Context: an optimization exercise on an open-source flow, tuned for small area. The choices shown serve that exercise and are no tape-out recipe.
At most, simulation tests tie the RTL to the original design; equivalence was not proved.
No activity file was given, so power comes from the tool's default toggle rates.

## job 102
// gm_curve_mc
module gm_curve_mc #(
    parameter int  CH_NUM   = 3,
    parameter int  DATI_SZ  = 10,
    parameter int  DATO_SZ  = 10,
    parameter int  SEG_BITS = 4,
    localparam int CHW      = (CH_NUM > 1) ? $clog2(CH_NUM) : 1
) (
    input  logic                      pclk,
    input  logic                      prst,
    input  logic [CH_NUM*DATI_SZ-1:0] px_i,
    input  logic                      px_vld_i,
    input  logic                      frm_str,
    input  logic                      gm_en,
    input  logic [4:0]                gm_str,
    input  logic                      tbl_we,
    input  logic [CHW-1:0]            tbl_ch,
    input  logic [SEG_BITS:0]         tbl_addr,
    input  logic [DATO_SZ-1:0]        tbl_wdat,
    input  logic                      tbl_upd,
    output logic                      tbl_upd_pend,
    output logic [CH_NUM*DATO_SZ-1:0] px_o,
    output logic                      px_vld_o
);
    localparam int NSEG = 1 << SEG_BITS;
    localparam int NE   = NSEG / 2 + 1;          
    localparam int NO   = NSEG / 2;              
    localparam int DXW  = DATI_SZ - SEG_BITS;    
    localparam logic [SEG_BITS:0] ADDR_MAX = (SEG_BITS+1)'(NSEG);
    localparam logic [CHW:0]      CH_LIM   = (CHW+1)'(CH_NUM);
    function automatic logic [DATO_SZ-1:0] ident_knot(input integer k);
        integer v;
        v = (k << DATO_SZ) >> SEG_BITS;
        if (v > ((1 << DATO_SZ) - 1))
            v = (1 << DATO_SZ) - 1;
        ident_knot = v[DATO_SZ-1:0];
    endfunction
    logic       r_upd_pend;
    logic       r_act_id;       
    logic [3:0] r_sl;           
    logic       r_s16;          
    logic       w_swap;
    logic       w_wr_ok;
    logic [4:0] w_str;
    assign w_swap  = frm_str & (r_upd_pend | tbl_upd);
    assign w_wr_ok = tbl_we && (tbl_addr <= ADDR_MAX) && ({1'b0, tbl_ch} < CH_LIM);
    assign w_str = !gm_en ? 5'd0 : (gm_str > 5'd16) ? 5'd16 : gm_str;
    always_ff @(posedge pclk) begin
        if (prst) begin
            r_upd_pend <= 1'b0;
            r_act_id   <= 1'b1;
            r_sl       <= 4'd0;
            r_s16      <= 1'b0;
        end else begin
            if (w_swap)
                r_upd_pend <= 1'b0;
            else if (tbl_upd)
  ...
export LEC_CHECK = 0
export CAP_MARGIN = 20
export CORE_MARGIN = 2
export CORE_UTILIZATION = 60
export CTS_CLUSTER_DIAMETER = 100
export CTS_CLUSTER_SIZE = 30
export GPL_TIMING_DRIVEN = 0
export SLEW_MARGIN = 20
export SYNTH_HIERARCHICAL = 1
create_clock -name core_clock -period 10.0 [get_ports {pclk}]
standard.sh (not shown) runs the stock make flow with config.mk's settings and CLKGATE_MAP_FILE= SYNTH_SCRIPT=/design/flow/synth_recipe.tcl, a recipe that flattens the netlist after the stock synthesis.
==> flow/flow/run.sh <==
#!/bin/bash
# Layout flow: the standard layout (standard.sh) with the standard
# synthesis unchanged. One setting differs after synthesis: the port buffers
# are sky130_fd_sc_hd__buf_2 cells (every input and output still gets its own
# buffer, as in the standard flow).
# Each step's full output goes to a log file in this folder; ORFS's own
# per-step logs stay under orfs/logs/.
set -euo pipefail
cd "$(dirname "$0")/.."
bash standard.sh synth > synth.log 2>&1
bash standard.sh "BUFFER_PORTS_ARGS=-buffer_cell sky130_fd_sc_hd__buf_2" \
    finish > layout.log 2>&1
#### Input delta (job 105 over job 102)
diff --git a/flow/design.v b/flow/design.v
--- a/flow/design.v
+++ b/flow/design.v
@@ -105,37 +105,38 @@
         logic [SEG_BITS-2:0]   w_jo;      
         logic [SEG_BITS-1:0]   w_je;      
         logic [DATO_SZ-1:0]    w_o, w_e, w_oi, w_ei;
         assign w_x  = px_i[c*DATI_SZ +: DATI_SZ];
         assign w_k  = w_x[DATI_SZ-1 -: SEG_BITS];
         assign w_dx = w_x[DXW-1:0];
         assign w_jo = w_k[SEG_BITS-1:1];
         assign w_je = {1'b0, w_jo} + {{(SEG_BITS-1){1'b0}}, w_k[0]};
-        logic [NO-1:0] w_hot_o;
-        logic [DATO_SZ-1:0] w_ot;
+        logic [NO:0] w_hot_o;
         logic [NE:0] w_hot_e;
         assign w_oi = ident_knot(2 * int'(w_jo) + 1);
         assign w_ei = ident_knot(2 * int'(w_je));
         for (genvar i = 0; i < NO; i++) begin : g_ho
             assign w_hot_o[i] = ~r_act_id & (w_jo == (SEG_BITS-1)'(i));
         end
         for (genvar i = 0; i < NE; i++) begin : g_he
             assign w_hot_e[i] = ~r_act_id & (w_je == SEG_BITS'(i));
         end
+        assign w_hot_o[NO] = r_act_id;
         assign w_hot_e[NE] = r_act_id;
-        gm_curve_mc_aosel #(.N(NO), .W(DATO_SZ)) u_sel_o (
-            .d(r_act_o), .sel(w_hot_o), .y(w_ot));
-        assign w_o = w_ot | (w_oi & {DATO_SZ{r_act_id}});
+        gm_curve_mc_aosel #(.N(NO+1), .W(DATO_SZ)) u_sel_o (
+            .d({w_oi, r_act_o}), .sel(w_hot_o), .y(w_o));
         gm_curve_mc_aosel #(.N(NE+1), .W(DATO_SZ)) u_sel_e (
             .d({w_ei, r_act_e}), .sel(w_hot_e), .y(w_e));
         logic [DXW-1:0]     w_sel;
         logic [DATO_SZ-1:0] w_nm0, w_nm1, w_nm2, w_nm3, w_nm4, w_nm5, w_ny0;
         logic [DATO_SZ-1:0] w_ncrv;
-        assign w_sel = w_dx ^ {DXW{w_k[0]}};
+        for (genvar i = 0; i < DXW; i++) begin : g_sel
+            gm_curve_mc_xor2 u (.a(w_dx[i]), .b(w_k[0]), .y(w_sel[i]));
+        end
         assign w_nm0 = ~(w_sel[0] ? w_o : w_e);
         assign w_nm1 = ~(w_sel[1] ? w_o : w_e);
         assign w_nm2 = ~(w_sel[2] ? w_o : w_e);
         assign w_nm3 = ~(w_sel[3] ? w_o : w_e);
         assign w_nm4 = ~(w_sel[4] ? w_o : w_e);
         assign w_nm5 = ~(w_sel[5] ? w_o : w_e);
         assign w_ny0 = ~(w_k[0] ? w_o : w_e);
         logic a_s0, a_c1, a_s2, a_c3, a_s4, a_c5, a_s6, a_c7, a_s8, a_c9, a_s10, a_c11, a_s12, a_c13, a_s14, a_c15, a_s16, a_c17, a_s18, a_c19, a_s20, a_c21, a_s22, a_c23, a_s24, a_c25, a_s26, a_c27, a_s28, a_c29, a_s30, a_c31, a_s32, a_c33, a_s34, a_c35, a_s36, a_c37, a_s38, a_c39, a_s40, a_c41, a_s42, a_c43, a_s44, a_c45, a_s46, a_c47, a_s48, a_c49, a_s50, a_c51, a_s52, a_c53, a_s54, a_c55, a_s56, a_c57, a_s58, a_c59, a_s60, a_c61, a_s62, a_c63, a_s64, a_c65, a_s66, a_c67, a_s68, a_c69, a_s70, a_c71, a_s72, a_c73, a_s74, a_c75, a_s76, a_c77, a_s78, a_c79, a_s80, a_c81, a_s82, a_c83, a_s84, a_c85, a_s86, a_c87, a_s88, a_c89, a_s90, a_c91, a_s92, a_c93, a_s94, a_c95, a_s96, a_c97, a_s98, a_c99, a_s100, a_c101, a_s102, a_c103, a_s104, a_c105, a_s106, a_c107, a_s108, a_c109, a_s110, a_c111, a_s112, a_c113, a_s114, a_c115, a_s116, a_c117, a_s118, a_c119;
@@ -289,14 +290,48 @@
 module gm_curve_mc_aosel #(
     parameter int N = 2,
     parameter int W = 1
 ) (
     input  logic [N*W-1:0] d,
     input  logic [N-1:0]   sel,
     output logic [W-1:0]   y
 );
-    always_comb begin
-        y = '0;
-        for (int i = 0; i < N; i++)
-            y = y | (d[i*W +: W] & {W{sel[i]}});
+    localparam int NG = (N + 2) / 3;             
+    for (genvar b = 0; b < W; b++) begin : g_b
+        logic [NG-1:0] w_g;                      
+        for (genvar g = 0; g < NG; g++) begin : g_g
+            if (N - 3*g >= 3) begin : g3
+                gm_curve_mc_aoi3 u (
+                    .a0(d[(3*g)*W + b]),   .b0(sel[3*g]),
+                    .a1(d[(3*g+1)*W + b]), .b1(sel[3*g+1]),
+                    .a2(d[(3*g+2)*W + b]), .b2(sel[3*g+2]),
+                    .y(w_g[g]));
+            end else if (N - 3*g == 2) begin : g2
+                gm_curve_mc_aoi2 u (
+                    .a0(d[(3*g)*W + b]),   .b0(sel[3*g]),
+                    .a1(d[(3*g+1)*W + b]), .b1(sel[3*g+1]),
+                    .y(w_g[g]));
+            end else begin : g1
+                assign w_g[g] = ~(d[(3*g)*W + b] & sel[3*g]);
+            end
+        end
+        assign y[b] = ~&w_g;
     end
 endmodule
+module gm_curve_mc_aoi3 (
+    input  logic a0, b0, a1, b1, a2, b2,
+    output logic y
+);
+    assign y = ~((a0 & b0) | (a1 & b1) | (a2 & b2));
+endmodule
+module gm_curve_mc_aoi2 (
+    input  logic a0, b0, a1, b1,
+    output logic y
+);
+    assign y = ~((a0 & b0) | (a1 & b1));
+endmodule
+module gm_curve_mc_xor2 (
+    input  logic a, b,
+    output logic y
+);
+    assign y = a ^ b;
+endmodule
Findings:
- Job 105 completed every stage of the flow, and the final layout passed the timing, design-rule and antenna checks.
- Vias: job 105 below job 102
- Re relative slew slack: job 105 is 5.7 points down on job 102.
- Job 105 ended up with a lower routed metal-1 wirelength than job 102 did.
- Compared with job 102, job 105 shows a slew of the pin with the lowest slew margin that is 83 ps higher.
- Job 105 vs job 102, cell count went down by 233.
- Looking only at worst-case setup slack after placement, and setting everything else aside, the higher value of job 102 and job 105 goes to job 102.
- Compared with job 102, job 105 ends up with a smaller final cell area.
- Post-layout minimum cycle time ended up 23 ps lower on job 105 than on job 102.
- Job 105 vs. job 102: die area now sits lower, fraction of met3 tracks used by global routing decreased 0.49 points, clock network power share saw a decrease, number of I/O port buffers picked up an extra 3, sequential cell area share shows an increase of 0.81 points.
No functional check of the RTL was part of job 102.

port drivers added, routing unchanged:
How much do the figures lean on ideal ports? The routed layouts below were timed once more, with nothing changed but the port constraints. Step 1 (the two cells are an assumption about what drives the block):
set clk [get_ports {pclk}]
set_driving_cell -lib_cell sky130_fd_sc_hd__clkbuf_16 $clk
set_driving_cell -lib_cell sky130_fd_sc_hd__buf_2 [delete_from_list [all_inputs] $clk]
Step 2 times the ports against the registers' clock, not the clock port: input delays grow and output delays shrink by t, the midpoint of the rising clock arrivals with the driver on. Three values: ideal, step 1, step 2; two values: the first two.
run	t (ns)	slack for setup (ns)	worst setup path at the end	worst slew at a driven data input, ns	pins driven straight from the clock port
job 102	0.701	0.206 / 0.200 / -0.501	input to register	0.11	1
job 105	0.683	0.229 / 0.231 / -0.453	input to register	0.06	1
With both steps, setup timing fails in job 102 and job 105, where it was met with ideal ports. For job 102, which loses most, drivers alone change the setup slack by -0.006 ns; drivers and shift together by -0.707 ns.
